This design comes from an exercise in tuning for a short achievable clock period and few clock cycles on the open sky130 flow, not from production work. Only simulation tests tie the RTL to the original design; equivalence was not proved. Power figures rest on the tool's default switching activity, not on a simulated workload.

$ cat run.sh
#!/bin/bash
# synth_recipe.tcl (not shown) runs the flow's synth.tcl, then flattens the netlist and writes it again
# the make line also repeats each setting of config.mk as NAME=value (left out here)
make -C /OpenROAD-flow-scripts/flow DESIGN_CONFIG=/design/flow/config.mk WORK_HOME=/design/flow/orfs CLKGATE_MAP_FILE= SYNTH_SCRIPT=/design/flow/synth_recipe.tcl finish
$ cat config.mk
export PLATFORM = sky130hd
export DESIGN_NAME = mcu_core_p
export DESIGN_NICKNAME = mcu_core_p
export VERILOG_FILES = /design/flow/design.v
export SDC_FILE = /design/flow/constraint.sdc
export NUM_CORES = 4
export LEC_CHECK = 0
export CAP_MARGIN = 20
export CORE_MARGIN = 2
export CORE_UTILIZATION = 40
export SLEW_MARGIN = 20
$ cat constraint.sdc
create_clock -name core_clock -period 6.0 [get_ports {clk}]
set_input_delay 1.2000 -clock core_clock [delete_from_list [all_inputs] [get_ports {clk}]]
set_output_delay 1.2000 -clock core_clock [all_outputs]
set_load 0.01 [all_outputs]
$ cat design.v
`default_nettype none
package mcu_pkg;
    localparam logic [3:0] OP_NOP  = 4'd0;
    localparam logic [3:0] OP_LDI  = 4'd1;
    localparam logic [3:0] OP_ADDI = 4'd2;
    localparam logic [3:0] OP_SUBI = 4'd3;
    localparam logic [3:0] OP_ANDI = 4'd4;
    localparam logic [3:0] OP_ORI  = 4'd5;
    localparam logic [3:0] OP_XORI = 4'd6;
    localparam logic [3:0] OP_LD   = 4'd7;
    localparam logic [3:0] OP_ST   = 4'd8;
    localparam logic [3:0] OP_ADD  = 4'd9;
    localparam logic [3:0] OP_SUB  = 4'd10;
    localparam logic [3:0] OP_JMP  = 4'd11;
    localparam logic [3:0] OP_JZ   = 4'd12;
    localparam logic [3:0] OP_JC   = 4'd13;
    localparam logic [3:0] OP_OUT  = 4'd14;
    localparam logic [3:0] OP_HALT = 4'd15;
    typedef enum logic [2:0] {
        ST_LOAD   = 3'd0,
        ST_FETCH  = 3'd1,
        ST_DECODE = 3'd2,
        ST_EXEC   = 3'd3,
        ST_HALT   = 3'd4
    } mcu_state_t;
    function automatic integer calc_iw(input integer data_w);
        calc_iw = data_w + 4;
    endfunction
endpackage
`default_nettype wire
`default_nettype none
import mcu_pkg::*;
module mcu_alu
#(
    parameter int DATA_W = 8
) (
    input  logic [3:0]        op_i,
    input  logic [DATA_W-1:0] acc_i,
    input  logic [DATA_W-1:0] operand_i,
    input  logic              c_i,
    output logic [DATA_W-1:0] result_o,
    output logic              z_o,
    output logic              c_o,
    output logic              acc_we_o
);
    logic [DATA_W:0] w_sum;
    logic [DATA_W:0] w_diff;
    assign w_sum  = {1'b0, acc_i} + {1'b0, operand_i};
    assign w_diff = {1'b0, acc_i} - {1'b0, operand_i};
    always_comb begin
        result_o = acc_i;
        c_o      = c_i;
        acc_we_o = 1'b0;
        case (op_i)
            OP_LDI, OP_LD: begin
                result_o = operand_i;
                acc_we_o = 1'b1;
            end
            OP_ADDI, OP_ADD: begin
                result_o = w_sum[DATA_W-1:0];
                c_o      = w_sum[DATA_W];
                acc_we_o = 1'b1;
            end
            OP_SUBI, OP_SUB: begin
                result_o = w_diff[DATA_W-1:0];
                c_o      = w_diff[DATA_W];
                acc_we_o = 1'b1;
            end
            OP_ANDI: begin
                result_o = acc_i & operand_i;
                c_o      = 1'b0;
                acc_we_o = 1'b1;
            end
            OP_ORI: begin
                result_o = acc_i | operand_i;
                c_o      = 1'b0;
                acc_we_o = 1'b1;
            end
            OP_XORI: begin
                result_o = acc_i ^ operand_i;
                c_o      = 1'b0;
                acc_we_o = 1'b1;
            end
            default: ;
        endcase
    end
    assign z_o = (result_o == '0);
endmodule
`default_nettype wire
`default_nettype none
import mcu_pkg::*;
module mcu_core_p
#(
    parameter int  DATA_W     = 8,
    parameter int  PMEM_DEPTH = 256,
    parameter int  DMEM_DEPTH = 16,
    localparam int PC_W       = $clog2(PMEM_DEPTH),
    localparam int DA_W       = $clog2(DMEM_DEPTH),
    localparam int IW         = DATA_W + 4   
) (
    input  logic              clk,
    input  logic              rst,
    input  logic              ld_valid,
    input  logic [IW-1:0]     ld_data,
    input  logic              ld_last,
    output logic              ld_ready,
    output logic [DATA_W-1:0] out_data,
    output logic              out_valid,
    output logic              halted,
    output logic [PC_W-1:0]   pc
);
    if (PC_W > DATA_W) begin : g_bad_params
        $error("mcu_core_p: PMEM_DEPTH needs more address bits than DATA_W");
    end
    localparam logic [PC_W-1:0] LAST_ADDR = PC_W'(PMEM_DEPTH - 1);
    logic [IW-1:0]     pmem [PMEM_DEPTH];
    logic [DATA_W-1:0] dmem [DMEM_DEPTH];
    mcu_pkg::mcu_state_t state_q, state_d;
    logic [PC_W-1:0]   ld_addr_q, ld_addr_d;
    logic [PC_W-1:0]   pc_q, pc_d;
    logic [DATA_W-1:0] acc_q, acc_d;
    logic              z_q, z_d;
    logic              c_q, c_d;
    logic [DATA_W-1:0] out_data_q, out_data_d;
    logic              out_valid_q, out_valid_d;
    logic              ld_ready_q;
    logic              halted_q;
    logic [IW-1:0]     ir_q;
    logic [DATA_W-1:0] dr_q;
    logic              pmem_we;
    logic              dmem_we;
    logic [3:0]        w_op;
    logic [DATA_W-1:0] w_imm;
    logic [DA_W-1:0]   w_daddr;
    logic [PC_W-1:0]   w_pc_inc;
    logic [DATA_W-1:0] w_operand;
    logic [DATA_W-1:0] w_alu_result;
    logic              w_alu_z;
    logic              w_alu_c;
    logic              w_alu_we;
    assign w_op     = ir_q[IW-1:DATA_W];
    assign w_imm    = ir_q[DATA_W-1:0];
    assign w_daddr  = w_imm[DA_W-1:0];
    assign w_pc_inc = (pc_q == LAST_ADDR) ? '0 : pc_q + PC_W'(1);
    assign w_operand = (w_op == OP_LD || w_op == OP_ADD || w_op == OP_SUB) ? dr_q : w_imm;
    mcu_alu #(
        .DATA_W (DATA_W)
    ) u_alu (
        .op_i      (w_op),
        .acc_i     (acc_q),
        .operand_i (w_operand),
        .c_i       (c_q),
        .result_o  (w_alu_result),
        .z_o       (w_alu_z),
        .c_o       (w_alu_c),
        .acc_we_o  (w_alu_we)
    );
    always_comb begin
        state_d     = state_q;
        ld_addr_d   = ld_addr_q;
        pc_d        = pc_q;
        acc_d       = acc_q;
        z_d         = z_q;
        c_d         = c_q;
        out_data_d  = out_data_q;
        out_valid_d = 1'b0;
        pmem_we     = 1'b0;
        dmem_we     = 1'b0;
        unique case (state_q)
            ST_LOAD: begin
                if (ld_valid && ld_ready_q) begin
                    pmem_we   = 1'b1;
                    ld_addr_d = ld_addr_q + PC_W'(1);
                    if (ld_last || ld_addr_q == LAST_ADDR) begin
                        state_d = ST_FETCH;
                        pc_d    = '0;
                        acc_d   = '0;
                        z_d     = 1'b0;
                        c_d     = 1'b0;
                    end
                end
            end
            ST_FETCH:  state_d = ST_DECODE;
            ST_DECODE: state_d = ST_EXEC;
            ST_EXEC: begin
                state_d = ST_FETCH;
                pc_d    = w_pc_inc;
                if (w_alu_we) begin
                    acc_d = w_alu_result;
                    z_d   = w_alu_z;
                    c_d   = w_alu_c;
                end
                case (w_op)
                    OP_JMP: pc_d = w_imm[PC_W-1:0];
                    OP_JZ:  if (z_q) pc_d = w_imm[PC_W-1:0];
                    OP_JC:  if (c_q) pc_d = w_imm[PC_W-1:0];
                    OP_ST:  dmem_we = 1'b1;
                    OP_OUT: begin
                        out_data_d  = acc_q;
                        out_valid_d = 1'b1;
                    end
                    OP_HALT: begin
                        state_d = ST_HALT;
                        pc_d    = pc_q;
                    end
                    default: ;
                endcase
            end
            ST_HALT: ;
            default: state_d = ST_LOAD;
        endcase
    end
    always_ff @(posedge clk) begin
        if (rst) begin
            state_q     <= ST_LOAD;
            ld_addr_q   <= '0;
            pc_q        <= '0;
            acc_q       <= '0;
            z_q         <= 1'b0;
            c_q         <= 1'b0;
            out_data_q  <= '0;
            out_valid_q <= 1'b0;
            ld_ready_q  <= 1'b1;
            halted_q    <= 1'b0;
        end else begin
            state_q     <= state_d;
            ld_addr_q   <= ld_addr_d;
            pc_q        <= pc_d;
            acc_q       <= acc_d;
            z_q         <= z_d;
            c_q         <= c_d;
            out_data_q  <= out_data_d;
            out_valid_q <= out_valid_d;
            ld_ready_q  <= (state_d == ST_LOAD);
            halted_q    <= (state_d == ST_HALT);
        end
    end
    always_ff @(posedge clk) begin
        if (pmem_we && !rst) pmem[ld_addr_q] <= ld_data;
        if (dmem_we && !rst) dmem[w_daddr] <= acc_q;
        if (state_q == ST_FETCH)  ir_q <= pmem[pc_q];
        if (state_q == ST_DECODE) dr_q <= dmem[w_daddr];
    end
    assign ld_ready  = ld_ready_q;
    assign out_data  = out_data_q;
    assign out_valid = out_valid_q;
    assign halted    = halted_q;
    assign pc        = pc_q;
endmodule
`default_nettype wire
==> notes.md <==
placed cells by master, fill, tap and decap left out, types with 20 or more instances in the layout:
cell,netlist,layout
dfxtp_1,40,34
o22ai_1,45,45
o21ai_1,20,20
nor2_2,0,35
clkbuf_16,0,343
o21ai_0,35,35
o221ai_1,20,20
nor3_1,45,45
or2_2,20,20
a221oi_2,21,21
nand3_1,38,35
bufinv_16,0,31
ha_1,29,29
a22o_1,53,53
nand2_1,77,77
clkinv_2,0,40
clkinv_1,1,80
mux4_2,847,847
mux2i_1,59,59
a22oi_1,122,122
nor2b_1,26,21
a21oi_1,95,95
buf_12,0,33
edfxtp_1,3220,3220
clkbuf_1,132,66
buf_4,35,332
nor2_1,338,301
clkdlybuf4s50_1,0,21
a221oi_1,60,60
inv_1,24,24
kinds of logic (layout without fill, tap and decap cells):
| kind of cell | Yosys count | count (layout) | synth area share [%] |
|---|---|---|---|
| buf+inv | 377 | 1031 | 1.55 |
| mux | 914 | 914 | 15.6 |
| xor+xnor | 13 | 13 | 0.0899 |
| simple gates | 611 | 611 | 2.15 |
| flops | 3260 | 3260 | 77.0 |
| compound gates | 556 | 556 | 3.27 |
| other cells | 0 | 9 | 0 |
| fa+ha+maj | 31 | 31 | 0.318 |
layout make-up:
type	instances	area (µm²)	share of cell area, %
diodes	9	22.5	0.0156
well taps	4160	5200	3.60
repair buffers	402	3590	2.48
flip-flops and latches	3260	97500	67.5
multi-input cells	2125	27300	18.9
inverters	27	101	0.0701
clock buffers	413	8890	6.15
clock inverters	189	1880	1.30
Yosys cell counts (all sizes together) (3+ instances only):
library cell  count
inv              26
o221ai           20
a211oi            7
nand2b           18
a221oi           82
edfxtp         3220
ha               29
clkbuf          134
dfxtp            40
a22o             53
o211ai            8
nor2b            26
nor2            338
and2b             3
nand3b            5
nand3            38
mux4            847
or3               4
or2              21
o31a              6
a2111oi           3
mux2              8
a21oi            95
o21ai            56
o31ai             6
nor3             45
a2bb2oi           5
a21o              9
a22oi           122
xor2              7
mux2i            59
a31oi            12
a221o             9
o22ai            45
xnor2             6
a311oi            4
nand2            77
nand4            10
buf             216
and2             11
nor3b             3
per-stage QoR:
| step | total power [mW] | area (µm²) | utilization, % | hold slack, ns |
|---|---|---|---|---|
| 5_1_grt | 48.0 | 145000 | 45.9 | 0.544 |
| 6_report | 46.7 | 145000 | 45.9 | 0.510 |
| 3_5_place_dp | 26.7 | 134000 | 42.4 | 0.495 |
| 2_1_floorplan | 26.0 | 127000 | - | 0.475 |
| 3_3_place_gp | 26.6 | 134000 | 42.4 | 0.476 |
| 4_1_cts | 47.1 | 144000 | 45.9 | 0.509 |
worst register-to-register path, stage by stage, from the launching register on:
cell      delay, ns
edfxtp_1       0.96
and2b_1        0.31
a221oi_4       0.25
buf_4          0.26
mux2i_1        0.32
inv_1          0.12
ha_1           0.23
inv_1          0.09
fa_1           0.45
nand2b_1       0.17
a31oi_1        0.22
o221ai_1       0.14
a221oi_2       0.32
o211ai_1       0.13
or4_1          0.45
o31ai_2        0.18
sequential cells by signal, indices dropped and copies added (netlist names):
| name | flops |
|---|---|
| pmem | 3072 |
| dmem | 128 |
| ir_q | 12 |
| acc_q | 8 |
| dr_q | 8 |
| ld_addr_q | 8 |
| out_data_q | 8 |
| pc_q | 8 |
| state_q | 3 |
| c_q | 1 |
| halted_q | 1 |
| ld_ready_q | 1 |
| out_valid_q | 1 |
| z_q | 1 |
layer usage:
layer	vias to the layer above	share of wire, %	GRT usage [%]
met2	2664	48	32.1
met1	33100	41	27.6
li1	25200	-	-
met5	-	0.015	0
met4	8	3.0	5.89
met3	507	7.9	3.66
worst min path at each step:
stage,endpoint,slack (ns)
floorplan,z_q,0.47
CTS,out_data_q[6],0.51
finish,out_data_q[6],0.51
global placement,out_data_q[4],0.48
detailed placement,out_data_q[6],0.49
global route,out_data_q[5],0.54
power groups by stage:
stage,logic [mW],registers (mW),clock network (mW)
after floorplan,0.467,25.5,0
after global placement,1.08,25.5,0
after detailed placement,1.10,25.6,0
after CTS,1.10,25.1,20.9
after global routing,1.16,25.1,21.8
final,1.09,25.1,20.6
==> flow_summary.toml <==
[timing]
setup_viol = 0
fin_tns_setup_ns = 0
tightestPinTransition_ns = 1.13
max_clock_freq_mhz = 214
fin_ws_ns = 1.33
maxSlewHeadroom_pct = 24.1
finalHoldViolCount = 0
slew_viol_final = 0
rsz0062_at_grt = "no"
final.setup_skew_ns = 0.0573
final.period_utilization_pct = 77.9
post-route-min-period_ns = 4.67

[global_routing]
antenna_found_initial = 11
grt_pass1_wl_um = 460000
grt_max_degree = 169
first_global_vias = 61700
grt-ovfl-total = 0
track_usage_pct = 19.9

[min_path]
min-delay-start = "out_data_q[6]"
worstHoldPathType = "reg -> reg"
holdPathStages = 2

[power_and_ir_drop]
cellInternalPower_mw = 37.2
clockPowerShare_pct = 44.0
p_comb_share_pct = 2.3
vdd_drop_max_mv = 0.226
power_frac_seq_pct = 53.7
cellLeakagePower_nw = 43.5
powerDensity_nw_per_um2 = 323
switching_share_pct = 20.3
netSwitchingPower_mw = 9.49

[detailed_routing]
vias = 61500
wire_per_inst_um = 30.7
first_pass_iters = 9
vias_per_cell = 5.81
ant_nets = 0
drt_iter0_drc = 7591
drt_wl_total_um = 325000
drc = 0

[setup_path]
cp_num_buf_inv = 3
cp-endpoint = "z_q"
endpoint_kind = "flip-flop"
critPathTopFamily = "compound AO/OA/AOI/OAI gates"
path_depth = 15
r2r_setup_slack_ns = 1.33
critPathSlowestCell = "edfxtp_1"
worstPathArrival_ns = 5.49
required_ns = 6.82
worstSetupPathType = "reg -> reg"
path_common_cell = "inv_1"
crit_start = "ir_q[10]"
crit_chain = "and2b_1, a221oi_4, buf_4, mux2i_1, inv_1, ha_1, inv_1, fa_1, nand2b_1, a31oi_1, o221ai_1, a221oi_2, o211ai_1, or4_1, o31ai_2"
worst_setup_path_start_kind = "flip-flop"
regToRegEndpoint = "z_q"
r2r-start = "ir_q[10]"
cpPeakStageDelay_ns = 0.96
cp_max_fo = 27
reg2reg_depth = 15

[yosys]
yosysTopAreaCellShare_pct = 76.4
synth-edff-count = 3220
synth_nets = 5809
synth_flop_cell = "edfxtp_1"
syn_inst = 5762
async_flop_share_pct = 0
yosysSeqAreaShare_pct = 77.0
synth.distinct_cells = 78
synth_seq_cells = 3260
netlist_area_um2 = 127000
avgSynthCellArea_um2 = 22.0
yosys_warnings = 2
synth.top_cells.by_area = "edfxtp_1 76%, mux4_2 15%, nor2_1 1.0%"
yosysTopAreaCell = "edfxtp_1"

[place]
pre_cts_slack_ns = 1.29
port_buffers = 34
placedCellCount = 9971
dp_hpwl_um = 195000
place.gp.congestion = 0.854

[clocking]
cts_tree = "built"
root_buffer = "clkbuf_16"
cts_hold_buffers = 0
clock-sinks = 3260
cts_setup_buffers = 0
cts_resized = 0
clockBufferDepth = 4
htree_levels = 5
path_clk_slew_ns = 0.06
clk_latency_ns = 0.89
numCtsBuffers = 337

[run_status]
status = "timing/DRC/antenna clean"

[floorplan]
dieArea_um2 = 321000
num_rows = 206
die_y_um = 567
die_x_um = 567
ios = 35
core_area_um2 = 315000
start_util_pct = 40.2

[final_layout]
synthToLayoutAreaGrowth_pct = 14.1
layout.nets = 6200
drive_gt1_share_pct = 28.1
fillCellCount = 26000
final-instance-count-excl-fill = 10600

[run]
drv.max_cap_violation_count = 0
Testbench counts, summed over its fixed seeds: cycles 135,746.

==> afterwards: timing with drivers on the ports <==
How much do the figures lean on ideal ports? The routed layout below was timed once more, with nothing changed but the port constraints. Step 1, drivers: a clkbuf_16 drives clk and a buf_2 each remaining input, both assumed. Step 2 times the ports against the registers' clock, not the clock port: input delays grow and output delays shrink by t, the midpoint of the rising clock arrivals with the driver on. a / b / c = ideal ports / drivers / drivers and shift; a / b = the first two.
t, ns: 0.968
setup WS [ns]: 1.328 / 1.328 / 1.328
latest minus earliest clock arrival (ns): 0.072 / 0.073
After both steps setup and hold are still met in this run. The setup slack of this run moves by 0.000 ns with the drivers and by 0.000 ns with both steps.
